Background: an optimization exercise with open tools, aiming at small area, a short achievable clock period and few clock cycles per item. Do not read the settings as production practice. The RTL was checked by simulation tests, not by an equivalence proof against the original design. Power is estimated from default activity; no workload was simulated.

**design/flow/constraint.sdc**
```tcl
create_clock -name core_clock -period 12.0 [get_ports {i_clk}]
set_input_delay 2.4000 -clock core_clock [delete_from_list [all_inputs] [get_ports {i_clk}]]
set_output_delay 2.4000 -clock core_clock [all_outputs]
set_load 0.01 [all_outputs]
```
**design/flow/design.v**
```verilog
module qpsk_mimo_modulator #(
    parameter int R_W = 16,
    parameter int Y_W = 20
) (
    input  logic              i_clk,
    input  logic              i_reset_n,
    input  logic              i_r_load,
    input  logic [20*R_W-1:0] i_r,
    input  logic              i_bit_vld,
    input  logic              i_bit,
    output logic              o_bit_rdy,
    output logic              o_vld,
    input  logic              i_rdy,
    output logic [8*Y_W-1:0]  o_y_hat,
    output logic              o_busy
);
    logic [9:0][15:0] ra, rb;
    logic [2:0]       p;           
    logic [2:0]       cnt;         
    logic [6:0]       col;         
    logic [7:0]       x;           
    logic             xv;          
    logic             win;         
    logic             fin;         
    logic             vld;
    logic             rdy;
    logic             busy;
    logic             p0;          
    logic       p7, act, acc, acc8, wr_lo;
    logic [7:3] wr_d;
    logic       xv_n, win_n, vld_n;
    logic [2:0] p_n, cnt_n;
    assign p7    = (p == 3'd7);
    assign act   = (p0 & xv) | win;
    assign acc   = i_bit_vld & rdy;
    assign acc8  = acc & (cnt == 3'd7);
    assign wr_lo = win & (p == 3'd2) & ~vld;
    always_comb
        for (int d = 3; d < 8; d++) wr_d[d] = win & (p == 3'(d));
    assign p_n   = i_r_load ? 3'd0 : p + 3'd1;
    assign cnt_n = acc ? cnt + 3'd1 : cnt;
    assign xv_n  = acc8 | (xv & ~(win & p7));
    assign win_n = act & ~p7 & ~((p == 3'd2) & vld);
    assign vld_n = fin | (vld & ~i_rdy);
    assign o_bit_rdy = rdy;
    assign o_vld     = vld;
    assign o_busy    = busy;
    always_ff @(posedge i_clk or negedge i_reset_n) begin
        if (!i_reset_n) begin
            p    <= '0;
            p0   <= 1'b1;
            cnt  <= '0;
            xv   <= 1'b0;
            win  <= 1'b0;
            fin  <= 1'b0;
            vld  <= 1'b0;
            rdy  <= 1'b1;
            busy <= 1'b0;
        end else begin
            p    <= p_n;
            p0   <= (p_n == 3'd0);
            cnt  <= cnt_n;
            xv   <= xv_n;
            win  <= win_n;
            fin  <= win & p7;
            vld  <= vld_n;
            busy <= xv_n | (win & p7) | vld_n;
            rdy  <= (cnt_n != 3'd7) | ~xv_n | (win_n & (p_n == 3'd7));
        end
    end
    always_ff @(posedge i_clk)
        x <= acc8 ? ({i_bit, col} ^ {8{~p_n[0]}}) : ~x;
    always_ff @(posedge i_clk) begin
        if (i_r_load) begin
            for (int k = 0; k < 10; k++) begin
                ra[k] <= ~(i_r[32*k +: 16] ^ 16'h8000);
                rb[k] <= ~(i_r[32*k+16 +: 16] ^ 16'h8000);
            end
        end else begin
            for (int k = 0; k < 10; k++) begin
                ra[k] <= ~{ra[k][1:0], ra[k][15:2]};
                rb[k] <= ~{rb[k][1:0], rb[k][15:2]};
            end
        end
        if (acc) col <= {i_bit, col[6:1]};
    end
    logic [7:0] g0_u0, g0_u1, g0_ng, g0_si, g0_st, g0_co;
    logic [1:0] g0_dig, g0_dq1, g0_dq2;
    logic [3:0] g0_top;
    logic [19:0] g0_y;
    logic g0_t1, g0_t2, g0_t3, g0_t4, g0_t5, g0_t6, g0_t7, g0_t8, g0_t9, g0_t10, g0_t11, g0_t12, g0_t13, g0_t14, g0_t15, g0_t16, g0_t17, g0_t18, g0_t19, g0_t20, g0_t21, g0_t22, g0_t23, g0_t24, g0_t25, g0_t26, g0_t27, g0_t28, g0_t29, g0_t30, g0_t31, g0_t32;
    logic g0_p1, g0_p2, g0_p3, g0_p4, g0_p5, g0_p6, g0_p7, g0_p8, g0_p9, g0_p10, g0_p11, g0_p12, g0_p13, g0_p14, g0_p15, g0_p16;
    assign g0_u0[0] = ra[0][0] ^ x[0];
    assign g0_u1[0] = ra[0][1] ^ x[0];
    assign g0_ng[0] = ~(x[0]);
    assign g0_u0[1] = rb[0][0] ^ ~x[1];
    assign g0_u1[1] = rb[0][1] ^ ~x[1];
    assign g0_ng[1] = ~(~x[1]);
    assign g0_u0[2] = ra[1][0] ^ x[2];
    assign g0_u1[2] = ra[1][1] ^ x[2];
    assign g0_ng[2] = ~(x[2]);
    assign g0_u0[3] = rb[1][0] ^ ~x[3];
    assign g0_u1[3] = rb[1][1] ^ ~x[3];
    assign g0_ng[3] = ~(~x[3]);
    assign g0_u0[4] = ra[3][0] ^ x[4];
    assign g0_u1[4] = ra[3][1] ^ x[4];
    assign g0_ng[4] = ~(x[4]);
    assign g0_u0[5] = rb[3][0] ^ ~x[5];
    assign g0_u1[5] = rb[3][1] ^ ~x[5];
    assign g0_ng[5] = ~(~x[5]);
    assign g0_u0[6] = ra[6][0] ^ x[6];
    assign g0_u1[6] = ra[6][1] ^ x[6];
    assign g0_ng[6] = ~(x[6]);
    assign g0_u0[7] = rb[6][0] ^ ~x[7];
    assign g0_u1[7] = rb[6][1] ^ ~x[7];
    assign g0_ng[7] = ~(~x[7]);
    assign g0_si = p0 ? g0_ng : g0_st;
    assign g0_dig = {g0_t31, g0_t15};
    assign g0_co = {g0_t32, g0_t30, g0_t28, g0_t26, g0_t24, g0_t22, g0_t20, g0_t18};
    assign g0_top = {g0_p15, g0_p13, g0_p11, g0_p7};
    assign g0_t1 = g0_u0[0] ^ g0_u0[1] ^ g0_u0[2];
    assign g0_t2 = (g0_u0[0] & g0_u0[1]) | (g0_u0[0] & g0_u0[2]) | (g0_u0[1] & g0_u0[2]);
    assign g0_t3 = g0_u0[3] ^ g0_u0[4] ^ g0_u0[5];
    assign g0_t4 = (g0_u0[3] & g0_u0[4]) | (g0_u0[3] & g0_u0[5]) | (g0_u0[4] & g0_u0[5]);
    assign g0_t5 = g0_u0[6] ^ g0_u0[7] ^ g0_si[0];
    assign g0_t6 = (g0_u0[6] & g0_u0[7]) | (g0_u0[6] & g0_si[0]) | (g0_u0[7] & g0_si[0]);
    assign g0_t7 = g0_si[1] ^ g0_si[2] ^ g0_si[3];
    assign g0_t8 = (g0_si[1] & g0_si[2]) | (g0_si[1] & g0_si[3]) | (g0_si[2] & g0_si[3]);
    assign g0_t9 = g0_si[4] ^ g0_si[5] ^ g0_si[6];
    assign g0_t10 = (g0_si[4] & g0_si[5]) | (g0_si[4] & g0_si[6]) | (g0_si[5] & g0_si[6]);
    assign g0_t11 = g0_si[7] ^ g0_t1 ^ g0_t3;
    assign g0_t12 = (g0_si[7] & g0_t1) | (g0_si[7] & g0_t3) | (g0_t1 & g0_t3);
    assign g0_t13 = g0_t5 ^ g0_t7 ^ g0_t9;
    assign g0_t14 = (g0_t5 & g0_t7) | (g0_t5 & g0_t9) | (g0_t7 & g0_t9);
    assign g0_t15 = g0_t11 ^ g0_t13;
    assign g0_t16 = g0_t11 & g0_t13;
    assign g0_t17 = g0_u1[0] ^ g0_u1[1] ^ g0_u1[2];
    assign g0_t18 = (g0_u1[0] & g0_u1[1]) | (g0_u1[0] & g0_u1[2]) | (g0_u1[1] & g0_u1[2]);
    assign g0_t19 = g0_u1[3] ^ g0_u1[4] ^ g0_u1[5];
    assign g0_t20 = (g0_u1[3] & g0_u1[4]) | (g0_u1[3] & g0_u1[5]) | (g0_u1[4] & g0_u1[5]);
    assign g0_t21 = g0_u1[6] ^ g0_u1[7] ^ g0_t2;
    assign g0_t22 = (g0_u1[6] & g0_u1[7]) | (g0_u1[6] & g0_t2) | (g0_u1[7] & g0_t2);
    assign g0_t23 = g0_t4 ^ g0_t6 ^ g0_t8;
    assign g0_t24 = (g0_t4 & g0_t6) | (g0_t4 & g0_t8) | (g0_t6 & g0_t8);
    assign g0_t25 = g0_t10 ^ g0_t17 ^ g0_t19;
    assign g0_t26 = (g0_t10 & g0_t17) | (g0_t10 & g0_t19) | (g0_t17 & g0_t19);
    assign g0_t27 = g0_t12 ^ g0_t14 ^ g0_t21;
    assign g0_t28 = (g0_t12 & g0_t14) | (g0_t12 & g0_t21) | (g0_t14 & g0_t21);
    assign g0_t29 = g0_t23 ^ g0_t25 ^ g0_t16;
    assign g0_t30 = (g0_t23 & g0_t25) | (g0_t23 & g0_t16) | (g0_t25 & g0_t16);
    assign g0_t31 = g0_t27 ^ g0_t29;
    assign g0_t32 = g0_t27 & g0_t29;
    assign g0_p1 = g0_st[0] ^ g0_st[1] ^ g0_st[2];
    assign g0_p2 = (g0_st[0] & g0_st[1]) | (g0_st[0] & g0_st[2]) | (g0_st[1] & g0_st[2]);
    assign g0_p3 = g0_st[3] ^ g0_st[4] ^ g0_st[5];
    assign g0_p4 = (g0_st[3] & g0_st[4]) | (g0_st[3] & g0_st[5]) | (g0_st[4] & g0_st[5]);
    assign g0_p5 = g0_st[6] ^ g0_st[7] ^ g0_p1;
    assign g0_p6 = (g0_st[6] & g0_st[7]) | (g0_st[6] & g0_p1) | (g0_st[7] & g0_p1);
    assign g0_p7 = g0_p3 ^ g0_p5;
    assign g0_p8 = g0_p3 & g0_p5;
    assign g0_p9 = g0_p2 ^ g0_p4 ^ g0_p6;
    assign g0_p10 = (g0_p2 & g0_p4) | (g0_p2 & g0_p6) | (g0_p4 & g0_p6);
    assign g0_p11 = g0_p8 ^ g0_p9;
    assign g0_p12 = g0_p8 & g0_p9;
    assign g0_p13 = 1'b1 ^ g0_p10 ^ g0_p12;
    assign g0_p14 = (1'b1 & g0_p10) | (1'b1 & g0_p12) | (g0_p10 & g0_p12);
    assign g0_p15 = 1'b1 ^ g0_p14;
    assign g0_p16 = 1'b1 & g0_p14;
    always_ff @(posedge i_clk) begin
        g0_st  <= g0_co;
        g0_dq1 <= g0_dig;
        g0_dq2 <= g0_dq1;
        if (wr_lo) g0_y[5:0] <= {g0_dig, g0_dq1, g0_dq2};
        if (wr_d[3]) g0_y[7:6]   <= g0_dig;
        if (wr_d[4]) g0_y[9:8]   <= g0_dig;
        if (wr_d[5]) g0_y[11:10] <= g0_dig;
        if (wr_d[6]) g0_y[13:12] <= g0_dig;
        if (wr_d[7]) g0_y[15:14] <= g0_dig;
        if (fin) g0_y[19:16] <= g0_top;
    end
    assign o_y_hat[0 +: 20] = g0_y;
    logic [7:0] g1_u0, g1_u1, g1_ng, g1_si, g1_st, g1_co;
    logic [1:0] g1_dig, g1_dq1, g1_dq2;
    logic [3:0] g1_top;
    logic [19:0] g1_y;
    logic g1_t1, g1_t2, g1_t3, g1_t4, g1_t5, g1_t6, g1_t7, g1_t8, g1_t9, g1_t10, g1_t11, g1_t12, g1_t13, g1_t14, g1_t15, g1_t16, g1_t17, g1_t18, g1_t19, g1_t20, g1_t21, g1_t22, g1_t23, g1_t24, g1_t25, g1_t26, g1_t27, g1_t28, g1_t29, g1_t30, g1_t31, g1_t32;
    logic g1_p1, g1_p2, g1_p3, g1_p4, g1_p5, g1_p6, g1_p7, g1_p8, g1_p9, g1_p10, g1_p11, g1_p12, g1_p13, g1_p14, g1_p15, g1_p16;
    assign g1_u0[0] = rb[0][0] ^ x[0];
    assign g1_u1[0] = rb[0][1] ^ x[0];
    assign g1_ng[0] = ~(x[0]);
    assign g1_u0[1] = ra[0][0] ^ x[1];
    assign g1_u1[1] = ra[0][1] ^ x[1];
    assign g1_ng[1] = ~(x[1]);
    assign g1_u0[2] = rb[1][0] ^ x[2];
    assign g1_u1[2] = rb[1][1] ^ x[2];
    assign g1_ng[2] = ~(x[2]);
    assign g1_u0[3] = ra[1][0] ^ x[3];
    assign g1_u1[3] = ra[1][1] ^ x[3];
    assign g1_ng[3] = ~(x[3]);
    assign g1_u0[4] = rb[3][0] ^ x[4];
    assign g1_u1[4] = rb[3][1] ^ x[4];
    assign g1_ng[4] = ~(x[4]);
    assign g1_u0[5] = ra[3][0] ^ x[5];
    assign g1_u1[5] = ra[3][1] ^ x[5];
    assign g1_ng[5] = ~(x[5]);
    assign g1_u0[6] = rb[6][0] ^ x[6];
    assign g1_u1[6] = rb[6][1] ^ x[6];
    assign g1_ng[6] = ~(x[6]);
    assign g1_u0[7] = ra[6][0] ^ x[7];
    assign g1_u1[7] = ra[6][1] ^ x[7];
    assign g1_ng[7] = ~(x[7]);
    assign g1_si = p0 ? g1_ng : g1_st;
    assign g1_dig = {g1_t31, g1_t15};
    assign g1_co = {g1_t32, g1_t30, g1_t28, g1_t26, g1_t24, g1_t22, g1_t20, g1_t18};
    assign g1_top = {g1_p15, g1_p13, g1_p11, g1_p7};
    assign g1_t1 = g1_u0[0] ^ g1_u0[1] ^ g1_u0[2];
    assign g1_t2 = (g1_u0[0] & g1_u0[1]) | (g1_u0[0] & g1_u0[2]) | (g1_u0[1] & g1_u0[2]);
    assign g1_t3 = g1_u0[3] ^ g1_u0[4] ^ g1_u0[5];
    assign g1_t4 = (g1_u0[3] & g1_u0[4]) | (g1_u0[3] & g1_u0[5]) | (g1_u0[4] & g1_u0[5]);
    assign g1_t5 = g1_u0[6] ^ g1_u0[7] ^ g1_si[0];
    assign g1_t6 = (g1_u0[6] & g1_u0[7]) | (g1_u0[6] & g1_si[0]) | (g1_u0[7] & g1_si[0]);
    assign g1_t7 = g1_si[1] ^ g1_si[2] ^ g1_si[3];
    assign g1_t8 = (g1_si[1] & g1_si[2]) | (g1_si[1] & g1_si[3]) | (g1_si[2] & g1_si[3]);
    assign g1_t9 = g1_si[4] ^ g1_si[5] ^ g1_si[6];
    assign g1_t10 = (g1_si[4] & g1_si[5]) | (g1_si[4] & g1_si[6]) | (g1_si[5] & g1_si[6]);
    assign g1_t11 = g1_si[7] ^ g1_t1 ^ g1_t3;
    assign g1_t12 = (g1_si[7] & g1_t1) | (g1_si[7] & g1_t3) | (g1_t1 & g1_t3);
    assign g1_t13 = g1_t5 ^ g1_t7 ^ g1_t9;
    assign g1_t14 = (g1_t5 & g1_t7) | (g1_t5 & g1_t9) | (g1_t7 & g1_t9);
    assign g1_t15 = g1_t11 ^ g1_t13;
    assign g1_t16 = g1_t11 & g1_t13;
    assign g1_t17 = g1_u1[0] ^ g1_u1[1] ^ g1_u1[2];
    assign g1_t18 = (g1_u1[0] & g1_u1[1]) | (g1_u1[0] & g1_u1[2]) | (g1_u1[1] & g1_u1[2]);
    assign g1_t19 = g1_u1[3] ^ g1_u1[4] ^ g1_u1[5];
    assign g1_t20 = (g1_u1[3] & g1_u1[4]) | (g1_u1[3] & g1_u1[5]) | (g1_u1[4] & g1_u1[5]);
    assign g1_t21 = g1_u1[6] ^ g1_u1[7] ^ g1_t2;
    assign g1_t22 = (g1_u1[6] & g1_u1[7]) | (g1_u1[6] & g1_t2) | (g1_u1[7] & g1_t2);
    assign g1_t23 = g1_t4 ^ g1_t6 ^ g1_t8;
    assign g1_t24 = (g1_t4 & g1_t6) | (g1_t4 & g1_t8) | (g1_t6 & g1_t8);
    assign g1_t25 = g1_t10 ^ g1_t17 ^ g1_t19;
    assign g1_t26 = (g1_t10 & g1_t17) | (g1_t10 & g1_t19) | (g1_t17 & g1_t19);
    assign g1_t27 = g1_t12 ^ g1_t14 ^ g1_t21;
    assign g1_t28 = (g1_t12 & g1_t14) | (g1_t12 & g1_t21) | (g1_t14 & g1_t21);
    assign g1_t29 = g1_t23 ^ g1_t25 ^ g1_t16;
    assign g1_t30 = (g1_t23 & g1_t25) | (g1_t23 & g1_t16) | (g1_t25 & g1_t16);
    assign g1_t31 = g1_t27 ^ g1_t29;
    assign g1_t32 = g1_t27 & g1_t29;
    assign g1_p1 = g1_st[0] ^ g1_st[1] ^ g1_st[2];
    assign g1_p2 = (g1_st[0] & g1_st[1]) | (g1_st[0] & g1_st[2]) | (g1_st[1] & g1_st[2]);
    assign g1_p3 = g1_st[3] ^ g1_st[4] ^ g1_st[5];
    assign g1_p4 = (g1_st[3] & g1_st[4]) | (g1_st[3] & g1_st[5]) | (g1_st[4] & g1_st[5]);
    assign g1_p5 = g1_st[6] ^ g1_st[7] ^ g1_p1;
    assign g1_p6 = (g1_st[6] & g1_st[7]) | (g1_st[6] & g1_p1) | (g1_st[7] & g1_p1);
    assign g1_p7 = g1_p3 ^ g1_p5;
    assign g1_p8 = g1_p3 & g1_p5;
    assign g1_p9 = g1_p2 ^ g1_p4 ^ g1_p6;
    assign g1_p10 = (g1_p2 & g1_p4) | (g1_p2 & g1_p6) | (g1_p4 & g1_p6);
    assign g1_p11 = g1_p8 ^ g1_p9;
    assign g1_p12 = g1_p8 & g1_p9;
    assign g1_p13 = 1'b1 ^ g1_p10 ^ g1_p12;
    assign g1_p14 = (1'b1 & g1_p10) | (1'b1 & g1_p12) | (g1_p10 & g1_p12);
    assign g1_p15 = 1'b1 ^ g1_p14;
    assign g1_p16 = 1'b1 & g1_p14;
    always_ff @(posedge i_clk) begin
        g1_st  <= g1_co;
        g1_dq1 <= g1_dig;
        g1_dq2 <= g1_dq1;
        if (wr_lo) g1_y[5:0] <= {g1_dig, g1_dq1, g1_dq2};
        if (wr_d[3]) g1_y[7:6]   <= g1_dig;
        if (wr_d[4]) g1_y[9:8]   <= g1_dig;
        if (wr_d[5]) g1_y[11:10] <= g1_dig;
        if (wr_d[6]) g1_y[13:12] <= g1_dig;
        if (wr_d[7]) g1_y[15:14] <= g1_dig;
        if (fin) g1_y[19:16] <= g1_top;
    end
    assign o_y_hat[20 +: 20] = g1_y;
    logic [5:0] g2_u0, g2_u1, g2_ng, g2_si, g2_st, g2_co;
    logic [1:0] g2_dig, g2_dq1, g2_dq2;
    logic [3:0] g2_top;
    logic [19:0] g2_y;
    logic g2_t1, g2_t2, g2_t3, g2_t4, g2_t5, g2_t6, g2_t7, g2_t8, g2_t9, g2_t10, g2_t11, g2_t12, g2_t13, g2_t14, g2_t15, g2_t16, g2_t17, g2_t18, g2_t19, g2_t20, g2_t21, g2_t22, g2_t23, g2_t24;
    logic g2_p1, g2_p2, g2_p3, g2_p4, g2_p5, g2_p6, g2_p7, g2_p8, g2_p9, g2_p10, g2_p11, g2_p12;
    assign g2_u0[0] = ra[2][0] ^ x[2];
    assign g2_u1[0] = ra[2][1] ^ x[2];
    assign g2_ng[0] = ~(x[2]);
    assign g2_u0[1] = rb[2][0] ^ ~x[3];
    assign g2_u1[1] = rb[2][1] ^ ~x[3];
    assign g2_ng[1] = ~(~x[3]);
    assign g2_u0[2] = ra[4][0] ^ x[4];
    assign g2_u1[2] = ra[4][1] ^ x[4];
    assign g2_ng[2] = ~(x[4]);
    assign g2_u0[3] = rb[4][0] ^ ~x[5];
    assign g2_u1[3] = rb[4][1] ^ ~x[5];
    assign g2_ng[3] = ~(~x[5]);
    assign g2_u0[4] = ra[7][0] ^ x[6];
    assign g2_u1[4] = ra[7][1] ^ x[6];
    assign g2_ng[4] = ~(x[6]);
    assign g2_u0[5] = rb[7][0] ^ ~x[7];
    assign g2_u1[5] = rb[7][1] ^ ~x[7];
    assign g2_ng[5] = ~(~x[7]);
    assign g2_si = p0 ? g2_ng : g2_st;
    assign g2_dig = {g2_t23, g2_t11};
    assign g2_co = {g2_t24, g2_t22, g2_t20, g2_t18, g2_t16, g2_t14};
    assign g2_top = {g2_p11, g2_p9, g2_p7, g2_p5};
    assign g2_t1 = g2_u0[0] ^ g2_u0[1] ^ g2_u0[2];
    assign g2_t2 = (g2_u0[0] & g2_u0[1]) | (g2_u0[0] & g2_u0[2]) | (g2_u0[1] & g2_u0[2]);
    assign g2_t3 = g2_u0[3] ^ g2_u0[4] ^ g2_u0[5];
    assign g2_t4 = (g2_u0[3] & g2_u0[4]) | (g2_u0[3] & g2_u0[5]) | (g2_u0[4] & g2_u0[5]);
    assign g2_t5 = g2_si[0] ^ g2_si[1] ^ g2_si[2];
    assign g2_t6 = (g2_si[0] & g2_si[1]) | (g2_si[0] & g2_si[2]) | (g2_si[1] & g2_si[2]);
    assign g2_t7 = g2_si[3] ^ g2_si[4] ^ g2_si[5];
    assign g2_t8 = (g2_si[3] & g2_si[4]) | (g2_si[3] & g2_si[5]) | (g2_si[4] & g2_si[5]);
    assign g2_t9 = g2_t1 ^ g2_t3 ^ g2_t5;
    assign g2_t10 = (g2_t1 & g2_t3) | (g2_t1 & g2_t5) | (g2_t3 & g2_t5);
    assign g2_t11 = g2_t7 ^ g2_t9;
    assign g2_t12 = g2_t7 & g2_t9;
    assign g2_t13 = g2_u1[0] ^ g2_u1[1] ^ g2_u1[2];
    assign g2_t14 = (g2_u1[0] & g2_u1[1]) | (g2_u1[0] & g2_u1[2]) | (g2_u1[1] & g2_u1[2]);
    assign g2_t15 = g2_u1[3] ^ g2_u1[4] ^ g2_u1[5];
    assign g2_t16 = (g2_u1[3] & g2_u1[4]) | (g2_u1[3] & g2_u1[5]) | (g2_u1[4] & g2_u1[5]);
    assign g2_t17 = g2_t2 ^ g2_t4 ^ g2_t6;
    assign g2_t18 = (g2_t2 & g2_t4) | (g2_t2 & g2_t6) | (g2_t4 & g2_t6);
    assign g2_t19 = g2_t8 ^ g2_t13 ^ g2_t15;
    assign g2_t20 = (g2_t8 & g2_t13) | (g2_t8 & g2_t15) | (g2_t13 & g2_t15);
    assign g2_t21 = g2_t10 ^ g2_t17 ^ g2_t19;
    assign g2_t22 = (g2_t10 & g2_t17) | (g2_t10 & g2_t19) | (g2_t17 & g2_t19);
    assign g2_t23 = g2_t12 ^ g2_t21;
    assign g2_t24 = g2_t12 & g2_t21;
    assign g2_p1 = g2_st[0] ^ g2_st[1] ^ g2_st[2];
    assign g2_p2 = (g2_st[0] & g2_st[1]) | (g2_st[0] & g2_st[2]) | (g2_st[1] & g2_st[2]);
    assign g2_p3 = g2_st[3] ^ g2_st[4] ^ g2_st[5];
    assign g2_p4 = (g2_st[3] & g2_st[4]) | (g2_st[3] & g2_st[5]) | (g2_st[4] & g2_st[5]);
    assign g2_p5 = 1'b1 ^ g2_p1 ^ g2_p3;
    assign g2_p6 = (1'b1 & g2_p1) | (1'b1 & g2_p3) | (g2_p1 & g2_p3);
    assign g2_p7 = g2_p2 ^ g2_p4 ^ g2_p6;
    assign g2_p8 = (g2_p2 & g2_p4) | (g2_p2 & g2_p6) | (g2_p4 & g2_p6);
    assign g2_p9 = 1'b1 ^ g2_p8;
    assign g2_p10 = 1'b1 & g2_p8;
    assign g2_p11 = 1'b1 ^ g2_p10;
    assign g2_p12 = 1'b1 & g2_p10;
    always_ff @(posedge i_clk) begin
        g2_st  <= g2_co;
        g2_dq1 <= g2_dig;
        g2_dq2 <= g2_dq1;
        if (wr_lo) g2_y[5:0] <= {g2_dig, g2_dq1, g2_dq2};
        if (wr_d[3]) g2_y[7:6]   <= g2_dig;
        if (wr_d[4]) g2_y[9:8]   <= g2_dig;
        if (wr_d[5]) g2_y[11:10] <= g2_dig;
        if (wr_d[6]) g2_y[13:12] <= g2_dig;
        if (wr_d[7]) g2_y[15:14] <= g2_dig;
        if (fin) g2_y[19:16] <= g2_top;
    end
    assign o_y_hat[40 +: 20] = g2_y;
    logic [5:0] g3_u0, g3_u1, g3_ng, g3_si, g3_st, g3_co;
    logic [1:0] g3_dig, g3_dq1, g3_dq2;
    logic [3:0] g3_top;
    logic [19:0] g3_y;
    logic g3_t1, g3_t2, g3_t3, g3_t4, g3_t5, g3_t6, g3_t7, g3_t8, g3_t9, g3_t10, g3_t11, g3_t12, g3_t13, g3_t14, g3_t15, g3_t16, g3_t17, g3_t18, g3_t19, g3_t20, g3_t21, g3_t22, g3_t23, g3_t24;
    logic g3_p1, g3_p2, g3_p3, g3_p4, g3_p5, g3_p6, g3_p7, g3_p8, g3_p9, g3_p10, g3_p11, g3_p12;
    assign g3_u0[0] = rb[2][0] ^ x[2];
    assign g3_u1[0] = rb[2][1] ^ x[2];
    assign g3_ng[0] = ~(x[2]);
    assign g3_u0[1] = ra[2][0] ^ x[3];
    assign g3_u1[1] = ra[2][1] ^ x[3];
    assign g3_ng[1] = ~(x[3]);
    assign g3_u0[2] = rb[4][0] ^ x[4];
    assign g3_u1[2] = rb[4][1] ^ x[4];
    assign g3_ng[2] = ~(x[4]);
    assign g3_u0[3] = ra[4][0] ^ x[5];
    assign g3_u1[3] = ra[4][1] ^ x[5];
    assign g3_ng[3] = ~(x[5]);
    assign g3_u0[4] = rb[7][0] ^ x[6];
    assign g3_u1[4] = rb[7][1] ^ x[6];
    assign g3_ng[4] = ~(x[6]);
    assign g3_u0[5] = ra[7][0] ^ x[7];
    assign g3_u1[5] = ra[7][1] ^ x[7];
    assign g3_ng[5] = ~(x[7]);
    assign g3_si = p0 ? g3_ng : g3_st;
    assign g3_dig = {g3_t23, g3_t11};
    assign g3_co = {g3_t24, g3_t22, g3_t20, g3_t18, g3_t16, g3_t14};
    assign g3_top = {g3_p11, g3_p9, g3_p7, g3_p5};
    assign g3_t1 = g3_u0[0] ^ g3_u0[1] ^ g3_u0[2];
    assign g3_t2 = (g3_u0[0] & g3_u0[1]) | (g3_u0[0] & g3_u0[2]) | (g3_u0[1] & g3_u0[2]);
    assign g3_t3 = g3_u0[3] ^ g3_u0[4] ^ g3_u0[5];
    assign g3_t4 = (g3_u0[3] & g3_u0[4]) | (g3_u0[3] & g3_u0[5]) | (g3_u0[4] & g3_u0[5]);
    assign g3_t5 = g3_si[0] ^ g3_si[1] ^ g3_si[2];
    assign g3_t6 = (g3_si[0] & g3_si[1]) | (g3_si[0] & g3_si[2]) | (g3_si[1] & g3_si[2]);
    assign g3_t7 = g3_si[3] ^ g3_si[4] ^ g3_si[5];
    assign g3_t8 = (g3_si[3] & g3_si[4]) | (g3_si[3] & g3_si[5]) | (g3_si[4] & g3_si[5]);
    assign g3_t9 = g3_t1 ^ g3_t3 ^ g3_t5;
    assign g3_t10 = (g3_t1 & g3_t3) | (g3_t1 & g3_t5) | (g3_t3 & g3_t5);
    assign g3_t11 = g3_t7 ^ g3_t9;
    assign g3_t12 = g3_t7 & g3_t9;
    assign g3_t13 = g3_u1[0] ^ g3_u1[1] ^ g3_u1[2];
    assign g3_t14 = (g3_u1[0] & g3_u1[1]) | (g3_u1[0] & g3_u1[2]) | (g3_u1[1] & g3_u1[2]);
    assign g3_t15 = g3_u1[3] ^ g3_u1[4] ^ g3_u1[5];
    assign g3_t16 = (g3_u1[3] & g3_u1[4]) | (g3_u1[3] & g3_u1[5]) | (g3_u1[4] & g3_u1[5]);
    assign g3_t17 = g3_t2 ^ g3_t4 ^ g3_t6;
    assign g3_t18 = (g3_t2 & g3_t4) | (g3_t2 & g3_t6) | (g3_t4 & g3_t6);
    assign g3_t19 = g3_t8 ^ g3_t13 ^ g3_t15;
    assign g3_t20 = (g3_t8 & g3_t13) | (g3_t8 & g3_t15) | (g3_t13 & g3_t15);
    assign g3_t21 = g3_t10 ^ g3_t17 ^ g3_t19;
    assign g3_t22 = (g3_t10 & g3_t17) | (g3_t10 & g3_t19) | (g3_t17 & g3_t19);
    assign g3_t23 = g3_t12 ^ g3_t21;
    assign g3_t24 = g3_t12 & g3_t21;
    assign g3_p1 = g3_st[0] ^ g3_st[1] ^ g3_st[2];
    assign g3_p2 = (g3_st[0] & g3_st[1]) | (g3_st[0] & g3_st[2]) | (g3_st[1] & g3_st[2]);
    assign g3_p3 = g3_st[3] ^ g3_st[4] ^ g3_st[5];
    assign g3_p4 = (g3_st[3] & g3_st[4]) | (g3_st[3] & g3_st[5]) | (g3_st[4] & g3_st[5]);
    assign g3_p5 = 1'b1 ^ g3_p1 ^ g3_p3;
    assign g3_p6 = (1'b1 & g3_p1) | (1'b1 & g3_p3) | (g3_p1 & g3_p3);
    assign g3_p7 = g3_p2 ^ g3_p4 ^ g3_p6;
    assign g3_p8 = (g3_p2 & g3_p4) | (g3_p2 & g3_p6) | (g3_p4 & g3_p6);
    assign g3_p9 = 1'b1 ^ g3_p8;
    assign g3_p10 = 1'b1 & g3_p8;
    assign g3_p11 = 1'b1 ^ g3_p10;
    assign g3_p12 = 1'b1 & g3_p10;
    always_ff @(posedge i_clk) begin
        g3_st  <= g3_co;
        g3_dq1 <= g3_dig;
        g3_dq2 <= g3_dq1;
        if (wr_lo) g3_y[5:0] <= {g3_dig, g3_dq1, g3_dq2};
        if (wr_d[3]) g3_y[7:6]   <= g3_dig;
        if (wr_d[4]) g3_y[9:8]   <= g3_dig;
        if (wr_d[5]) g3_y[11:10] <= g3_dig;
        if (wr_d[6]) g3_y[13:12] <= g3_dig;
        if (wr_d[7]) g3_y[15:14] <= g3_dig;
        if (fin) g3_y[19:16] <= g3_top;
    end
    assign o_y_hat[60 +: 20] = g3_y;
    logic [3:0] g4_u0, g4_u1, g4_ng, g4_si, g4_st, g4_co;
    logic [1:0] g4_dig, g4_dq1, g4_dq2;
    logic [3:0] g4_top;
    logic [19:0] g4_y;
    logic g4_t1, g4_t2, g4_t3, g4_t4, g4_t5, g4_t6, g4_t7, g4_t8, g4_t9, g4_t10, g4_t11, g4_t12, g4_t13, g4_t14, g4_t15, g4_t16;
    logic g4_p1, g4_p2, g4_p3, g4_p4, g4_p5, g4_p6, g4_p7, g4_p8, g4_p9, g4_p10;
    assign g4_u0[0] = ra[5][0] ^ x[4];
    assign g4_u1[0] = ra[5][1] ^ x[4];
    assign g4_ng[0] = ~(x[4]);
    assign g4_u0[1] = rb[5][0] ^ ~x[5];
    assign g4_u1[1] = rb[5][1] ^ ~x[5];
    assign g4_ng[1] = ~(~x[5]);
    assign g4_u0[2] = ra[8][0] ^ x[6];
    assign g4_u1[2] = ra[8][1] ^ x[6];
    assign g4_ng[2] = ~(x[6]);
    assign g4_u0[3] = rb[8][0] ^ ~x[7];
    assign g4_u1[3] = rb[8][1] ^ ~x[7];
    assign g4_ng[3] = ~(~x[7]);
    assign g4_si = p0 ? g4_ng : g4_st;
    assign g4_dig = {g4_t15, g4_t7};
    assign g4_co = {g4_t16, g4_t14, g4_t12, g4_t10};
    assign g4_top = {g4_p9, g4_p7, g4_p5, g4_p3};
    assign g4_t1 = g4_u0[0] ^ g4_u0[1] ^ g4_u0[2];
    assign g4_t2 = (g4_u0[0] & g4_u0[1]) | (g4_u0[0] & g4_u0[2]) | (g4_u0[1] & g4_u0[2]);
    assign g4_t3 = g4_u0[3] ^ g4_si[0] ^ g4_si[1];
    assign g4_t4 = (g4_u0[3] & g4_si[0]) | (g4_u0[3] & g4_si[1]) | (g4_si[0] & g4_si[1]);
    assign g4_t5 = g4_si[2] ^ g4_si[3] ^ g4_t1;
    assign g4_t6 = (g4_si[2] & g4_si[3]) | (g4_si[2] & g4_t1) | (g4_si[3] & g4_t1);
    assign g4_t7 = g4_t3 ^ g4_t5;
    assign g4_t8 = g4_t3 & g4_t5;
    assign g4_t9 = g4_u1[0] ^ g4_u1[1] ^ g4_u1[2];
    assign g4_t10 = (g4_u1[0] & g4_u1[1]) | (g4_u1[0] & g4_u1[2]) | (g4_u1[1] & g4_u1[2]);
    assign g4_t11 = g4_u1[3] ^ g4_t2 ^ g4_t4;
    assign g4_t12 = (g4_u1[3] & g4_t2) | (g4_u1[3] & g4_t4) | (g4_t2 & g4_t4);
    assign g4_t13 = g4_t9 ^ g4_t6 ^ g4_t11;
    assign g4_t14 = (g4_t9 & g4_t6) | (g4_t9 & g4_t11) | (g4_t6 & g4_t11);
    assign g4_t15 = g4_t8 ^ g4_t13;
    assign g4_t16 = g4_t8 & g4_t13;
    assign g4_p1 = g4_st[0] ^ g4_st[1] ^ g4_st[2];
    assign g4_p2 = (g4_st[0] & g4_st[1]) | (g4_st[0] & g4_st[2]) | (g4_st[1] & g4_st[2]);
    assign g4_p3 = g4_st[3] ^ g4_p1;
    assign g4_p4 = g4_st[3] & g4_p1;
    assign g4_p5 = 1'b1 ^ g4_p2 ^ g4_p4;
    assign g4_p6 = (1'b1 & g4_p2) | (1'b1 & g4_p4) | (g4_p2 & g4_p4);
    assign g4_p7 = 1'b1 ^ g4_p6;
    assign g4_p8 = 1'b1 & g4_p6;
    assign g4_p9 = 1'b1 ^ g4_p8;
    assign g4_p10 = 1'b1 & g4_p8;
    always_ff @(posedge i_clk) begin
        g4_st  <= g4_co;
        g4_dq1 <= g4_dig;
        g4_dq2 <= g4_dq1;
        if (wr_lo) g4_y[5:0] <= {g4_dig, g4_dq1, g4_dq2};
        if (wr_d[3]) g4_y[7:6]   <= g4_dig;
        if (wr_d[4]) g4_y[9:8]   <= g4_dig;
        if (wr_d[5]) g4_y[11:10] <= g4_dig;
        if (wr_d[6]) g4_y[13:12] <= g4_dig;
        if (wr_d[7]) g4_y[15:14] <= g4_dig;
        if (fin) g4_y[19:16] <= g4_top;
    end
    assign o_y_hat[80 +: 20] = g4_y;
    logic [3:0] g5_u0, g5_u1, g5_ng, g5_si, g5_st, g5_co;
    logic [1:0] g5_dig, g5_dq1, g5_dq2;
    logic [3:0] g5_top;
    logic [19:0] g5_y;
    logic g5_t1, g5_t2, g5_t3, g5_t4, g5_t5, g5_t6, g5_t7, g5_t8, g5_t9, g5_t10, g5_t11, g5_t12, g5_t13, g5_t14, g5_t15, g5_t16;
    logic g5_p1, g5_p2, g5_p3, g5_p4, g5_p5, g5_p6, g5_p7, g5_p8, g5_p9, g5_p10;
    assign g5_u0[0] = rb[5][0] ^ x[4];
    assign g5_u1[0] = rb[5][1] ^ x[4];
    assign g5_ng[0] = ~(x[4]);
    assign g5_u0[1] = ra[5][0] ^ x[5];
    assign g5_u1[1] = ra[5][1] ^ x[5];
    assign g5_ng[1] = ~(x[5]);
    assign g5_u0[2] = rb[8][0] ^ x[6];
    assign g5_u1[2] = rb[8][1] ^ x[6];
    assign g5_ng[2] = ~(x[6]);
    assign g5_u0[3] = ra[8][0] ^ x[7];
    assign g5_u1[3] = ra[8][1] ^ x[7];
    assign g5_ng[3] = ~(x[7]);
    assign g5_si = p0 ? g5_ng : g5_st;
    assign g5_dig = {g5_t15, g5_t7};
    assign g5_co = {g5_t16, g5_t14, g5_t12, g5_t10};
    assign g5_top = {g5_p9, g5_p7, g5_p5, g5_p3};
    assign g5_t1 = g5_u0[0] ^ g5_u0[1] ^ g5_u0[2];
    assign g5_t2 = (g5_u0[0] & g5_u0[1]) | (g5_u0[0] & g5_u0[2]) | (g5_u0[1] & g5_u0[2]);
    assign g5_t3 = g5_u0[3] ^ g5_si[0] ^ g5_si[1];
    assign g5_t4 = (g5_u0[3] & g5_si[0]) | (g5_u0[3] & g5_si[1]) | (g5_si[0] & g5_si[1]);
    assign g5_t5 = g5_si[2] ^ g5_si[3] ^ g5_t1;
    assign g5_t6 = (g5_si[2] & g5_si[3]) | (g5_si[2] & g5_t1) | (g5_si[3] & g5_t1);
    assign g5_t7 = g5_t3 ^ g5_t5;
    assign g5_t8 = g5_t3 & g5_t5;
    assign g5_t9 = g5_u1[0] ^ g5_u1[1] ^ g5_u1[2];
    assign g5_t10 = (g5_u1[0] & g5_u1[1]) | (g5_u1[0] & g5_u1[2]) | (g5_u1[1] & g5_u1[2]);
    assign g5_t11 = g5_u1[3] ^ g5_t2 ^ g5_t4;
    assign g5_t12 = (g5_u1[3] & g5_t2) | (g5_u1[3] & g5_t4) | (g5_t2 & g5_t4);
    assign g5_t13 = g5_t9 ^ g5_t6 ^ g5_t11;
    assign g5_t14 = (g5_t9 & g5_t6) | (g5_t9 & g5_t11) | (g5_t6 & g5_t11);
    assign g5_t15 = g5_t8 ^ g5_t13;
    assign g5_t16 = g5_t8 & g5_t13;
    assign g5_p1 = g5_st[0] ^ g5_st[1] ^ g5_st[2];
    assign g5_p2 = (g5_st[0] & g5_st[1]) | (g5_st[0] & g5_st[2]) | (g5_st[1] & g5_st[2]);
    assign g5_p3 = g5_st[3] ^ g5_p1;
    assign g5_p4 = g5_st[3] & g5_p1;
    assign g5_p5 = 1'b1 ^ g5_p2 ^ g5_p4;
    assign g5_p6 = (1'b1 & g5_p2) | (1'b1 & g5_p4) | (g5_p2 & g5_p4);
    assign g5_p7 = 1'b1 ^ g5_p6;
    assign g5_p8 = 1'b1 & g5_p6;
    assign g5_p9 = 1'b1 ^ g5_p8;
    assign g5_p10 = 1'b1 & g5_p8;
    always_ff @(posedge i_clk) begin
        g5_st  <= g5_co;
        g5_dq1 <= g5_dig;
        g5_dq2 <= g5_dq1;
        if (wr_lo) g5_y[5:0] <= {g5_dig, g5_dq1, g5_dq2};
        if (wr_d[3]) g5_y[7:6]   <= g5_dig;
        if (wr_d[4]) g5_y[9:8]   <= g5_dig;
        if (wr_d[5]) g5_y[11:10] <= g5_dig;
        if (wr_d[6]) g5_y[13:12] <= g5_dig;
        if (wr_d[7]) g5_y[15:14] <= g5_dig;
        if (fin) g5_y[19:16] <= g5_top;
    end
    assign o_y_hat[100 +: 20] = g5_y;
    logic [1:0] g6_u0, g6_u1, g6_ng, g6_si, g6_st, g6_co;
    logic [1:0] g6_dig, g6_dq1, g6_dq2;
    logic [3:0] g6_top;
    logic [19:0] g6_y;
    logic g6_t1, g6_t2, g6_t3, g6_t4, g6_t5, g6_t6, g6_t7, g6_t8;
    logic g6_p1, g6_p2, g6_p3, g6_p4, g6_p5, g6_p6, g6_p7, g6_p8;
    assign g6_u0[0] = ra[9][0] ^ x[6];
    assign g6_u1[0] = ra[9][1] ^ x[6];
    assign g6_ng[0] = ~(x[6]);
    assign g6_u0[1] = rb[9][0] ^ ~x[7];
    assign g6_u1[1] = rb[9][1] ^ ~x[7];
    assign g6_ng[1] = ~(~x[7]);
    assign g6_si = p0 ? g6_ng : g6_st;
    assign g6_dig = {g6_t7, g6_t3};
    assign g6_co = {g6_t8, g6_t6};
    assign g6_top = {g6_p7, g6_p5, g6_p3, g6_p1};
    assign g6_t1 = g6_u0[0] ^ g6_u0[1] ^ g6_si[0];
    assign g6_t2 = (g6_u0[0] & g6_u0[1]) | (g6_u0[0] & g6_si[0]) | (g6_u0[1] & g6_si[0]);
    assign g6_t3 = g6_si[1] ^ g6_t1;
    assign g6_t4 = g6_si[1] & g6_t1;
    assign g6_t5 = g6_u1[0] ^ g6_u1[1] ^ g6_t2;
    assign g6_t6 = (g6_u1[0] & g6_u1[1]) | (g6_u1[0] & g6_t2) | (g6_u1[1] & g6_t2);
    assign g6_t7 = g6_t4 ^ g6_t5;
    assign g6_t8 = g6_t4 & g6_t5;
    assign g6_p1 = g6_st[0] ^ g6_st[1] ^ 1'b1;
    assign g6_p2 = (g6_st[0] & g6_st[1]) | (g6_st[0] & 1'b1) | (g6_st[1] & 1'b1);
    assign g6_p3 = 1'b1 ^ g6_p2;
    assign g6_p4 = 1'b1 & g6_p2;
    assign g6_p5 = 1'b1 ^ g6_p4;
    assign g6_p6 = 1'b1 & g6_p4;
    assign g6_p7 = 1'b1 ^ g6_p6;
    assign g6_p8 = 1'b1 & g6_p6;
    always_ff @(posedge i_clk) begin
        g6_st  <= g6_co;
        g6_dq1 <= g6_dig;
        g6_dq2 <= g6_dq1;
        if (wr_lo) g6_y[5:0] <= {g6_dig, g6_dq1, g6_dq2};
        if (wr_d[3]) g6_y[7:6]   <= g6_dig;
        if (wr_d[4]) g6_y[9:8]   <= g6_dig;
        if (wr_d[5]) g6_y[11:10] <= g6_dig;
        if (wr_d[6]) g6_y[13:12] <= g6_dig;
        if (wr_d[7]) g6_y[15:14] <= g6_dig;
        if (fin) g6_y[19:16] <= g6_top;
    end
    assign o_y_hat[120 +: 20] = g6_y;
    logic [1:0] g7_u0, g7_u1, g7_ng, g7_si, g7_st, g7_co;
    logic [1:0] g7_dig, g7_dq1, g7_dq2;
    logic [3:0] g7_top;
    logic [19:0] g7_y;
    logic g7_t1, g7_t2, g7_t3, g7_t4, g7_t5, g7_t6, g7_t7, g7_t8;
    logic g7_p1, g7_p2, g7_p3, g7_p4, g7_p5, g7_p6, g7_p7, g7_p8;
    assign g7_u0[0] = rb[9][0] ^ x[6];
    assign g7_u1[0] = rb[9][1] ^ x[6];
    assign g7_ng[0] = ~(x[6]);
    assign g7_u0[1] = ra[9][0] ^ x[7];
    assign g7_u1[1] = ra[9][1] ^ x[7];
    assign g7_ng[1] = ~(x[7]);
    assign g7_si = p0 ? g7_ng : g7_st;
    assign g7_dig = {g7_t7, g7_t3};
    assign g7_co = {g7_t8, g7_t6};
    assign g7_top = {g7_p7, g7_p5, g7_p3, g7_p1};
    assign g7_t1 = g7_u0[0] ^ g7_u0[1] ^ g7_si[0];
    assign g7_t2 = (g7_u0[0] & g7_u0[1]) | (g7_u0[0] & g7_si[0]) | (g7_u0[1] & g7_si[0]);
    assign g7_t3 = g7_si[1] ^ g7_t1;
    assign g7_t4 = g7_si[1] & g7_t1;
    assign g7_t5 = g7_u1[0] ^ g7_u1[1] ^ g7_t2;
    assign g7_t6 = (g7_u1[0] & g7_u1[1]) | (g7_u1[0] & g7_t2) | (g7_u1[1] & g7_t2);
    assign g7_t7 = g7_t4 ^ g7_t5;
    assign g7_t8 = g7_t4 & g7_t5;
    assign g7_p1 = g7_st[0] ^ g7_st[1] ^ 1'b1;
    assign g7_p2 = (g7_st[0] & g7_st[1]) | (g7_st[0] & 1'b1) | (g7_st[1] & 1'b1);
    assign g7_p3 = 1'b1 ^ g7_p2;
    assign g7_p4 = 1'b1 & g7_p2;
    assign g7_p5 = 1'b1 ^ g7_p4;
    assign g7_p6 = 1'b1 & g7_p4;
    assign g7_p7 = 1'b1 ^ g7_p6;
    assign g7_p8 = 1'b1 & g7_p6;
    always_ff @(posedge i_clk) begin
        g7_st  <= g7_co;
        g7_dq1 <= g7_dig;
        g7_dq2 <= g7_dq1;
        if (wr_lo) g7_y[5:0] <= {g7_dig, g7_dq1, g7_dq2};
        if (wr_d[3]) g7_y[7:6]   <= g7_dig;
        if (wr_d[4]) g7_y[9:8]   <= g7_dig;
        if (wr_d[5]) g7_y[11:10] <= g7_dig;
        if (wr_d[6]) g7_y[13:12] <= g7_dig;
        if (wr_d[7]) g7_y[15:14] <= g7_dig;
        if (fin) g7_y[19:16] <= g7_top;
    end
    assign o_y_hat[140 +: 20] = g7_y;
endmodule
```
**design/flow/flow/run.sh**
```bash
#!/bin/bash
# Standard ORFS layout (the standard.sh) with two changes to how it is built:
#  - ports are buffered with buf_1 cells instead of the resizer's default pick
#  - timing repair aims for 8.4 ns of setup slack beyond the SDC's (the SDC is unchanged)
export BUFFER_PORTS_ARGS="-buffer_cell sky130_fd_sc_hd__buf_1"
export SETUP_SLACK_MARGIN=8.4
bash standard.sh > standard.log 2>&1
```
**design/flow/standard.sh**
```bash
#!/bin/bash
# synth_recipe.tcl (not shown) runs the flow's synth.tcl, then flattens the netlist and writes it again
# the make line also repeats each setting of config.mk as NAME=value (left out here)
make -C /OpenROAD-flow-scripts/flow DESIGN_CONFIG=/design/flow/config.mk WORK_HOME=/design/flow/orfs CLKGATE_MAP_FILE= SYNTH_SCRIPT=/design/flow/synth_recipe.tcl "${@:-finish}"
```
**design/flow/config.mk**
```make
export PLATFORM = sky130hd
export DESIGN_NAME = qpsk_mimo_modulator
export DESIGN_NICKNAME = qpsk_mimo_modulator
export VERILOG_FILES = /design/flow/design.v
export SDC_FILE = /design/flow/constraint.sdc
export NUM_CORES = 4
export LEC_CHECK = 0
export CAP_MARGIN = 50
export CORE_MARGIN = 2
export CORE_UTILIZATION = 60
export CTS_BUF_LIST = sky130_fd_sc_hd__clkbuf_16
export CTS_CLUSTER_DIAMETER = 100
export CTS_CLUSTER_SIZE = 25
export SLEW_MARGIN = 60
```
==> results of run 1 <==
## worst paths after layout
path / cells past startpoint / end / slack, ns
setup / recovery: 1 / o_bit_rdy / 8.39
hold / removal: 0 / g2_dq2[0] / 0.35
setup reg to reg: 9 / g1_y[13] / 8.54
hold reg to reg: 0 / g2_dq2[0] / 0.35
max in group asynchronous: 1 / rdy / 9.99
min in group asynchronous: 1 / cnt[1] / 1.72
## per-layer routing
metal	GRT usage [%]	vias to the layer above	share of wire, %
met5	0	-	0.063
met3	6.31	35	8.1
met1	30.1	5415	42
li1	-	5557	-
met4	3.49	4	1.1
met2	40.8	367	48
## power groups by stage
stage	Clock, mW	Combinational [mW]	Sequential (mW)
floorplan	0	2.09	3.47
CTS	0.997	3.33	3.50
global placement	0	3.17	3.53
detailed placement	0	3.26	3.54
global route	1.07	4.04	3.53
finish	0.970	3.49	3.49
## layout by cell type, fill, tap and decap left out, drive strengths merged, types with 2 or more instances in the layout
cell and instances:
o21ai 36, and3 3, nand2 24, dfrtp 11, nand2b 5, dfxtp 400, buf 494, inv 130
a21o 2, fa 80, bufbuf 4, a21oi 14, clkbuf 36, mux2i 314, ha 38, a21boi 5
mux2 2, nor2 6, diode 3, xor2 56, dfstp 2, xnor2 33, edfxtp 159
## state kept, by name, indices dropped and copies added (netlist names), 3 cells and up
| register | cells |
|---|---|
| cnt | 3 |
| col | 7 |
| g0_st | 8 |
| g0_y | 20 |
| g1_st | 8 |
| g1_y | 20 |
| g2_st | 6 |
| g2_y | 19 |
| g3_st | 6 |
| g3_y | 19 |
| g4_st | 4 |
| g4_y | 19 |
| g5_st | 4 |
| g5_y | 19 |
| g6_y | 18 |
| g7_y | 18 |
| p | 3 |
| ra | 160 |
| rb | 160 |
| x | 8 |
## kinds of logic (layout without fill, tap and decap cells)
| group | count (synthesis) | after routing | share of synthesized area (%) |
|---|---|---|---|
| compound gates | 60 | 60 | 1.68 |
| mux | 316 | 316 | 15.3 |
| flops | 572 | 572 | 63.4 |
| buf+inv | 179 | 665 | 4.69 |
| other cells | 0 | 3 | 0 |
| fa+ha+maj | 118 | 118 | 10.0 |
| simple gates | 46 | 46 | 1.16 |
| xor+xnor | 89 | 89 | 3.77 |
## through the flow
stage               utilization, %  std cells  instance area [um^2]  total power [mW]  hold WS [ns]
floorplan                        -       1380                 20700              5.56         0.327
global placement              66.0       2264                 22600              6.69         0.328
detailed placement            66.4       2268                 22800              6.80         0.334
CTS                           69.2       2320                 23700              7.82         0.354
global route                  69.5       2321                 23800              8.63         0.362
finish                        69.5       2324                 23800              7.95         0.345
## area by class of cell
type | instances | area, um^2 | share of cell area (%)
tap | 455 | 569 | 2.39
sequential | 572 | 13100 | 55.1
antenna | 3 | 7.51 | 0.0315
timing repair buffer | 507 | 2290 | 9.59
clock buffer | 27 | 676 | 2.83
inverter | 115 | 439 | 1.84
clock inverter | 16 | 61.3 | 0.257
multi-input combinational | 629 | 6680 | 28.0
## timing repair
item                                    in CTS  in global routing
pin swaps                                    0                  0
hold buffers                                 0                  0
gates resized for setup                     22                 21
cloned                                       4                  1
endpoints found under the setup margin     174                 74
buffers inserted                             5                  0
==> reports/results.ini, run 1 <==
[outcome]
status=timing/DRC/antenna clean

[critical_path]
worst_ep_arrival_time_ns=1.21
worstSetupEndpointType=primary output
rr_startpoint=p0
path_cells=buf_6
crit_family=flip-flops
critPathBufInv=1
path_class=register to primary output
startpoint_type=register
cpPeakStageDelay_ns=0.55
crit_start=rdy
cpMaxStageDelayCell=dfstp_2
worstPathRequired_ns=9.60
cp_max_fo=2

[timing]
slew_headroom_pct=66.9
tightest_slew_ns=0.496
clock_skew_ns=0.0259
rsz0062_at_grt=yes
setup_slack_ns=8.39
setup_viol=0
setup-tns-final_ns=0
hold_viol=0
drv_slew=0
min_period_over_period_pct=30.1
max_freq_mhz=277
fin_crit_ns=3.61

[floorplanning]
ios=489
die_h_um=190
start_util_pct=60.3
num_rows=68
core_um2=34300
die_width_um=190
die_area_um2=36000

[power_and_ir_drop]
vdd_ir_drop_max_mv=0.549
p_comb_share_pct=43.9
sw_frac_of_total_pct=36.3
p_sw_mw=2.89
p_seq_share_pct=43.9
leakage_nw=10.1
power.density_nw_per_um2=334
clockPowerShare_pct=12.2
internal_power_mw=5.07

[synth]
yosys.area.top_type=dfxtp_1
syn-cell-area_um2=20700
synth_top_cell_area_share_pct=38.7
syn_inst=1380
synthArstFlopShare_pct=2.27
synth.area.top_cells=dfxtp_1, edfxtp_1, mux2i_1
yosysSeqAreaShare_pct=63.4
synth_edf_count=159
synth_ff_type=dfxtp_1
synth_most_common_cell=dfxtp_1
yosysUniqueCellTypes=39
synth.top_cells.by_count=dfxtp_1, mux2i_1, edfxtp_1
synth_nets=1824
synth-seq-cells=572
syn_area_per_cell_um2=15.0
synth_warnings=1

[cts]
cts-buffers-inserted=26
clock_latency_ns=0.57
clockBufferDepth=3
clkTransAtPathRegs_ns=0.10
tritoncts=done
cts.sinks=572
root_buffer=clkbuf_16
h-tree-depth=1

[routing]
viasPerCell=4.90
num_vias=11400
drt_iter0_drc=523
ant_nets=0
wl_per_cell_um=18.5
dr.pass1.iters=4
drc=0
finalWirelength_um=43000

[placed_design]
gp_congestion=0.808
dp_hpwl_um=32500
io_buffers=488
pre_cts_slack_ns=7.51

[grt]
track_usage_pct=23.4
grt_pass1_vias=11500
grt_pass1_wl_um=64200
antenna_found_initial=4
grt_max_degree=58
overflow=0

[min_path]
min_path_type=register to register
hold_start=g2_dq1[0]

[final_layout]
synthToLayoutAreaGrowth_pct=15.3
final.fill_count=2587
fin_nets=2295
drive_gt1_share_pct=4.72

[run]
drv_cap=0

Testbench counts, summed over its fixed seeds: cycles 4,448, items 512.
==> inputs of run 2 (changes only) <==
--- a/design/flow/config.mk
+++ b/design/flow/config.mk
@@ -5,6 +5,7 @@
 export SDC_FILE = /design/flow/constraint.sdc
 export NUM_CORES = 4
 export LEC_CHECK = 0
+export ABC_AREA = 1
 export CAP_MARGIN = 50
 export CORE_MARGIN = 2
 export CORE_UTILIZATION = 60
==> run 2 against run 1 <==
  * Still clean on timing, DRC and antenna
  * Final cell count up 2.1%
  * Flip-flop and latch count is the same
  * Sequential power hardly changed
  * Worst hold slack about the same
  * Via count rose by 2.9%
  * Synthesized cell count is 3.5% higher
  * Clock skew grew 0.0053 ns
  * Critical path depth did not move
  * Global-route usage up 0.84 points
  * Combinational power up 2%
  * Highest routed layer unchanged
==> reports/results.ini, run 2 <==
[timing]
min_period_over_period_pct=30.0  ; was 30.1%
rsz0062_at_grt=yes  ; unchanged
fin_crit_ns=3.60  ; was 3.61 ns
clock_skew_ns=0.0312  ; was 0.0259 ns
tightest_slew_ns=0.457  ; was 0.496 ns
setup_viol=0  ; unchanged
holdWs_ns=0.346  ; was 0.345 ns
slew_headroom_pct=69.5  ; was 66.9%
hold_viol=0  ; unchanged
setup_slack_ns=8.40  ; was 8.39 ns
drv_slew=0  ; unchanged
max_freq_mhz=278  ; was 277 MHz
setup-tns-final_ns=0  ; unchanged

[synth]
synth_edf_count=159  ; unchanged
synth_warnings=1  ; unchanged
yosys.area.top_type=dfxtp_1  ; unchanged
synth_ff_type=dfxtp_1  ; unchanged
synth_most_common_cell=dfxtp_1  ; unchanged
synth.top_cells.by_count=dfxtp_1, mux2i_1, edfxtp_1  ; unchanged
syn-cell-area_um2=20900  ; was 20,700 um^2
synthArstFlopShare_pct=2.27  ; unchanged
synth.area.top_cells=dfxtp_1, edfxtp_1, mux2i_1  ; unchanged
synth-seq-cells=572  ; unchanged
yosysUniqueCellTypes=32  ; was 39
syn_area_per_cell_um2=14.7  ; was 15.0 um^2
synth_nets=1872  ; was 1,824
yosysSeqAreaShare_pct=62.6  ; was 63.4%
syn_inst=1428  ; was 1,380
synth_top_cell_area_share_pct=38.2  ; was 38.7%

[floorplanning]
die_area_um2=36400  ; was 36,000 um^2
start_util_pct=60.8  ; was 60.3%
core_um2=34500  ; was 34,300 um^2
ios=489  ; unchanged
die_width_um=191  ; was 190 um
die_h_um=191  ; was 190 um
num_rows=68  ; unchanged

[cts]
root_buffer=clkbuf_16  ; unchanged
clkTransAtPathRegs_ns=0.10  ; about the same
cts-buffers-inserted=26  ; unchanged
ctsHoldBuffers=0  ; unchanged
h-tree-depth=1  ; unchanged
clock_latency_ns=0.57  ; about the same
cts.sinks=572  ; unchanged
tritoncts=done  ; unchanged
clockBufferDepth=3  ; unchanged

[final_layout]
fin_nets=2346  ; was 2,295
mostFrequentLayoutCell=buf_1  ; unchanged
drive_gt1_share_pct=4.50  ; was 4.72%
fin_util_pct=68.8  ; was 69.5%
mostFrequentLayoutCells=buf_1, dfxtp_1, mux2i_1, edfxtp_1, inv_1  ; unchanged
stdcell_area_um2=23700  ; was 23,800 um^2
final_cell_count_no_fill=2372  ; was 2,324
synthToLayoutAreaGrowth_pct=13.3  ; was 15.3%
largest_registers=ra: 160 flops, rb: 160 flops  ; unchanged

[grt]
use_met3_pct=7.88  ; was 6.31%
met2_usage_pct=41.3  ; was 40.8%
grt_pass1_wl_um=66800  ; was 64,200 um
antenna_found_initial=10  ; was 4
overflow=0  ; unchanged
busiest_layer=met2  ; unchanged
grt_use_met1_pct=30.6  ; was 30.1%
track_usage_pct=24.3  ; was 23.4%
grt_max_degree=67  ; was 58
grt_pass1_vias=11700  ; was 11,500

[critical_path]
path_cells=buf_6  ; unchanged
cpMaxStageDelayCell=dfstp_2  ; unchanged
reg2reg_slack_ns=8.49  ; was 8.54 ns
rr_endpoint=g1_y[15]  ; was g1_y[13]
crit_family=flip-flops  ; unchanged
startpoint_type=register  ; unchanged
worstPathRequired_ns=9.60  ; about the same
reg2reg_depth=11  ; was 9
worstSetupEndpointType=primary output  ; unchanged
critPathBufInv=1  ; unchanged
rr_startpoint=p0  ; unchanged
cpPeakStageDelay_ns=0.55  ; about the same
cp_max_fo=2  ; unchanged
path_class=register to primary output  ; unchanged
worst_ep_arrival_time_ns=1.20  ; was 1.21 ns

[power_and_ir_drop]
total_power_mw=8.01  ; was 7.95 mW
vdd_ir_drop_max_mv=0.532  ; was 0.549 mV
power.density_nw_per_um2=338  ; was 334 nW/um^2
leakage_nw=10.1  ; about the same

[placed_design]
place_inst=2319  ; was 2,268
dpl_cell_area_um2=22800  ; about the same
io_buffers=488  ; unchanged
pre_cts_slack_ns=7.71  ; was 7.51 ns
gp_congestion=0.806  ; was 0.808
dp_hpwl_um=34300  ; was 32,500 um

[run]
drv_cap=0  ; unchanged

[routing]
dr.pass1.iters=7  ; was 4
drc=0  ; unchanged
num_vias=11700  ; was 11,400
finalWirelength_um=44800  ; was 43,000 um
drt_iter0_drc=507  ; was 523
viasPerCell=4.93  ; was 4.90
ant_nets=0  ; unchanged
wl_per_cell_um=18.9  ; was 18.5 um

[min_path]
hold-path-endpoint=g7_dq2[0]  ; was g2_dq2[0]
min_path_type=register to register  ; unchanged
hold_start=g7_dq1[0]  ; was g2_dq1[0]
hold_depth=0  ; unchanged

[outcome]
status=timing/DRC/antenna clean  ; unchanged

-- run 2: logic make-up after synthesis --
family                   Yosys count  share of synthesized area, %
AO/OA/AOI/OAI                     60                          1.45
adder cells (fa/ha/maj)          118                          9.92
multiplexers                     300                          14.3
buffers and inverters            196                          6.07
flip-flops                       572                          62.6
AND/OR/NAND/NOR                   94                          1.92
XOR/XNOR                          88                          3.68
-- run 2: final cells by class --
cell class                      count  area (um^2)
Antenna cell                        4         10.0
Clock buffer                       27          676
Clock inverter                     12         46.3
Fill cell                        2622        10700
Inverter                          132          499
Multi-Input combinational cell    660         6610
Sequential cell                   572        13100
Tap cell                          455          569
Timing Repair Buffer              510         2180
-- run 2: how the worst max path moves through the flow --
stage	to	cells after the start	slack [ns]	start
global placement	rb[63]	4	6.54	i_r_load
floorplan	g0_y[11]	9	8.62	p0
detailed placement	rb[74]	5	7.71	i_r_load
finish	o_bit_rdy	1	8.40	rdy
global route	o_bit_rdy	1	8.35	rdy
CTS	o_bit_rdy	1	8.36	rdy
-- run 2: repair_timing --
item / 4_1_cts / 5_1_grt
gates cloned: 1 / 0
pin swaps: 0 / 1
setup endpoints to repair: 78 / 78
gates resized for setup: 10 / 22
setup buffers: 4 / 5
-- run 2: routing by layer --
layer  share of wire [%]  wire length, um  up-vias
met2                  48            21600      403
met1                  41            18500     5570
li1                    -                -     5659
met4                 1.7              752       16
met5                0.23              104        -
met3                 8.7             3900       56
-- run 2: report_power, final --
group	switching, mW	internal (mW)	total [mW]
sequential	0.182	3.29	3.47
clock	0.563	0.407	0.970
combinational	2.20	1.37	3.57
-- run 2: worst register-to-register path, stage by stage (launching register included) --
cell and delay [ns]:
dfstp_4 0.66, buf_12 0.13, clkinvlp_4 0.17, buf_4 0.19, a21oi_1 0.15, fa_1 0.43
inv_1 0.09, fa_1 0.39, inv_1 0.07, ha_1 0.18, fa_1 0.48, ha_4 0.30
==> inputs of run 3 (changes only) <==
--- a/design/flow/config.mk
+++ b/design/flow/config.mk
@@ -12,4 +12,5 @@
 export CTS_BUF_LIST = sky130_fd_sc_hd__clkbuf_16
 export CTS_CLUSTER_DIAMETER = 100
 export CTS_CLUSTER_SIZE = 25
+export GPL_ROUTABILITY_DRIVEN = 0
 export SLEW_MARGIN = 60
==> run 3 against run 2 <==
  * Core utilization is the same
  * Via count is the same
  * Largest power group unchanged
  * Highest routed layer unchanged
  * Still clean on timing, DRC and antenna
  * Maximum frequency is the same
  * Largest cell class unchanged
==> reports/results.ini, run 3 <==
[power_and_ir_drop]
vdd_ir_drop_max_mv=0.532  ; unchanged
total_power_mw=8.01  ; unchanged
power.density_nw_per_um2=338  ; unchanged
leakage_nw=10.1  ; unchanged

[grt]
grt_max_degree=67  ; unchanged
grt_pass1_wl_um=66800  ; unchanged
antenna_found_initial=10  ; unchanged
grt_pass1_vias=11700  ; unchanged
overflow=0  ; unchanged
track_usage_pct=24.3  ; unchanged

[cts]
cts.sinks=572  ; unchanged
ctsHoldBuffers=0  ; unchanged
h-tree-depth=1  ; unchanged
cts-buffers-inserted=26  ; unchanged
clock_latency_ns=0.57  ; about the same
root_buffer=clkbuf_16  ; unchanged
clkTransAtPathRegs_ns=0.10  ; about the same
clockBufferDepth=3  ; unchanged
tritoncts=done  ; unchanged

[floorplanning]
die_area_um2=36400  ; unchanged
core_um2=34500  ; unchanged
ios=489  ; unchanged
start_util_pct=60.8  ; unchanged
num_rows=68  ; unchanged
die_h_um=191  ; unchanged
die_width_um=191  ; unchanged

[timing]
setup_viol=0  ; unchanged
tightest_slew_ns=0.457  ; unchanged
slew_headroom_pct=69.5  ; unchanged
hold_viol=0  ; unchanged
fin_crit_ns=3.60  ; unchanged
clock_skew_ns=0.0312  ; unchanged
max_freq_mhz=278  ; unchanged
setup-tns-final_ns=0  ; unchanged
drv_slew=0  ; unchanged
min_period_over_period_pct=30.0  ; unchanged
rsz0062_at_grt=yes  ; unchanged

[synth]
yosys.area.top_type=dfxtp_1  ; unchanged
synth_ff_type=dfxtp_1  ; unchanged
synth_edf_count=159  ; unchanged
syn-cell-area_um2=20900  ; unchanged
synthArstFlopShare_pct=2.27  ; unchanged
synth_warnings=1  ; unchanged
synth_nets=1872  ; unchanged
syn_inst=1428  ; unchanged
synth-seq-cells=572  ; unchanged
synth.top_cells.by_count=dfxtp_1, mux2i_1, edfxtp_1  ; unchanged
synth_top_cell_area_share_pct=38.2  ; unchanged
synth_most_common_cell=dfxtp_1  ; unchanged
syn_area_per_cell_um2=14.7  ; unchanged
yosysSeqAreaShare_pct=62.6  ; unchanged
synth.area.top_cells=dfxtp_1, edfxtp_1, mux2i_1  ; unchanged
yosysUniqueCellTypes=32  ; unchanged

[routing]
viasPerCell=4.93  ; unchanged
dr.pass1.iters=7  ; unchanged
ant_nets=0  ; unchanged
finalWirelength_um=44800  ; unchanged
num_vias=11700  ; unchanged
drc=0  ; unchanged
drt_iter0_drc=507  ; unchanged
wl_per_cell_um=18.9  ; unchanged

[critical_path]
worstSetupEndpointType=primary output  ; unchanged
cp_max_fo=2  ; unchanged
path_class=register to primary output  ; unchanged
worst_ep_arrival_time_ns=1.20  ; about the same
crit_family=flip-flops  ; unchanged
path_cells=buf_6  ; unchanged
startpoint_type=register  ; unchanged
cpPeakStageDelay_ns=0.55  ; about the same
cpMaxStageDelayCell=dfstp_2  ; unchanged
worstPathRequired_ns=9.60  ; about the same
critPathBufInv=1  ; unchanged

[final_layout]
mostFrequentLayoutCells=buf_1, dfxtp_1, mux2i_1, edfxtp_1, inv_1  ; unchanged
fin_nets=2346  ; unchanged
largest_registers=ra: 160 flops, rb: 160 flops  ; unchanged
synthToLayoutAreaGrowth_pct=13.3  ; unchanged
fin_util_pct=68.8  ; unchanged
mostFrequentLayoutCell=buf_1  ; unchanged
drive_gt1_share_pct=4.50  ; unchanged

[min_path]
min_path_type=register to register  ; unchanged

[placed_design]
io_buffers=488  ; unchanged
dp_hpwl_um=34300  ; unchanged

[outcome]
status=timing/DRC/antenna clean  ; unchanged

[run]
drv_cap=0  ; unchanged

run 3: worst paths after layout:
kind | slack [ns] | from | cells after the start | endpoint
min in group asynchronous | 1.71 | i_reset_n | 1 | busy
max in group asynchronous | 10.02 | i_reset_n | 1 | rdy
worst min register to register | 0.35 | g7_dq1[0] | 0 | g7_dq2[0]
worst max-delay path | 8.40 | rdy | 1 | o_bit_rdy
worst min-delay path | 0.35 | g7_dq1[0] | 0 | g7_dq2[0]
worst max register to register | 8.49 | p0 | 11 | g1_y[15]
run 3: cells by family after synthesis:
family,Yosys count,synth area share (%)
flip-flops,572,62.6
multiplexers,300,14.3
buffers and inverters,196,6.07
adder cells (fa/ha/maj),118,9.92
AND/OR/NAND/NOR,94,1.92
XOR/XNOR,88,3.68
AO/OA/AOI/OAI,60,1.45
run 3: layout make-up:
| cell class | count | area, um^2 |
|---|---|---|
| clock buffers | 27 | 676 |
| fillers | 2622 | 10700 |
| inverters | 132 | 499 |
| repair buffers | 510 | 2180 |
| diodes | 4 | 10.0 |
| flip-flops and latches | 572 | 13100 |
| multi-input cells | 660 | 6610 |
| clock inverters | 12 | 46.3 |
| well taps | 455 | 569 |
run 3: power by group:
part / internal [mW] / total (mW) / switching (mW)
Combinational: 1.37 / 3.57 / 2.20
Clock: 0.407 / 0.970 / 0.563
Sequential: 3.29 / 3.47 / 0.182
run 3: what timing repair did:
item	4_1_cts	5_1_grt
setup endpoints to repair	78	78
gates resized for setup	10	22
gates cloned	1	0
setup buffers	4	5
endpoints found under the hold margin	0	0
pin swaps	0	1
run 3: per-layer routing:
| metal | track usage [%] | wire length [um] | vias up | share of wire (%) |
|---|---|---|---|---|
| met5 | 0 | 104 | - | 0.23 |
| met4 | 4.38 | 752 | 16 | 1.7 |
| met3 | 7.88 | 3900 | 56 | 8.7 |
| met2 | 41.3 | 21600 | 403 | 48 |
| met1 | 30.6 | 18500 | 5570 | 41 |
| li1 | - | - | 5659 | - |
run 3: stage by stage:
stage                     worst slack, ns  hold WS, ns  instance area, um^2  std cells
after floorplan                      8.62        0.327                21000       1428
after global placement               6.54        0.328                22700       2316
after detailed placement             7.71        0.340                22800       2319
after CTS                            8.36        0.347                23600       2363
after global routing                 8.35        0.353                23700       2368
final                                8.40        0.346                23700       2372
run 3: worst register-to-register path, cell delays in order, from the launching register on:
cell and delay (ns):
dfstp_4 0.66, buf_12 0.13, clkinvlp_4 0.17, buf_4 0.19, a21oi_1 0.15, fa_1 0.43
inv_1 0.09, fa_1 0.39, inv_1 0.07, ha_1 0.18, fa_1 0.48, ha_4 0.30

[afterwards: timing with drivers on the ports]
In the flow no input, the clock included, has a driving cell. The finished layouts below were timed again as built, in two steps. Step 1: set_driving_cell puts a clkbuf_16 on i_clk and a buf_2 on each other input, an assumption about the parent block. Step 2, shift: input delay + t, output delay - t, t = (earliest + latest rising clock arrival at the registers) / 2. This alone moves slack from input paths to output paths. Three values: ideal ports, drivers, drivers and shift; two values: the first two.
run	shift t [ns]	slack for setup (ns)
run 1	0.613	8.387 / 8.331 / 7.900
run 2	0.608	8.397 / 8.346 / 7.863
run 3	0.608	8.397 / 8.346 / 7.863
After both steps every run listed still meets setup and hold.
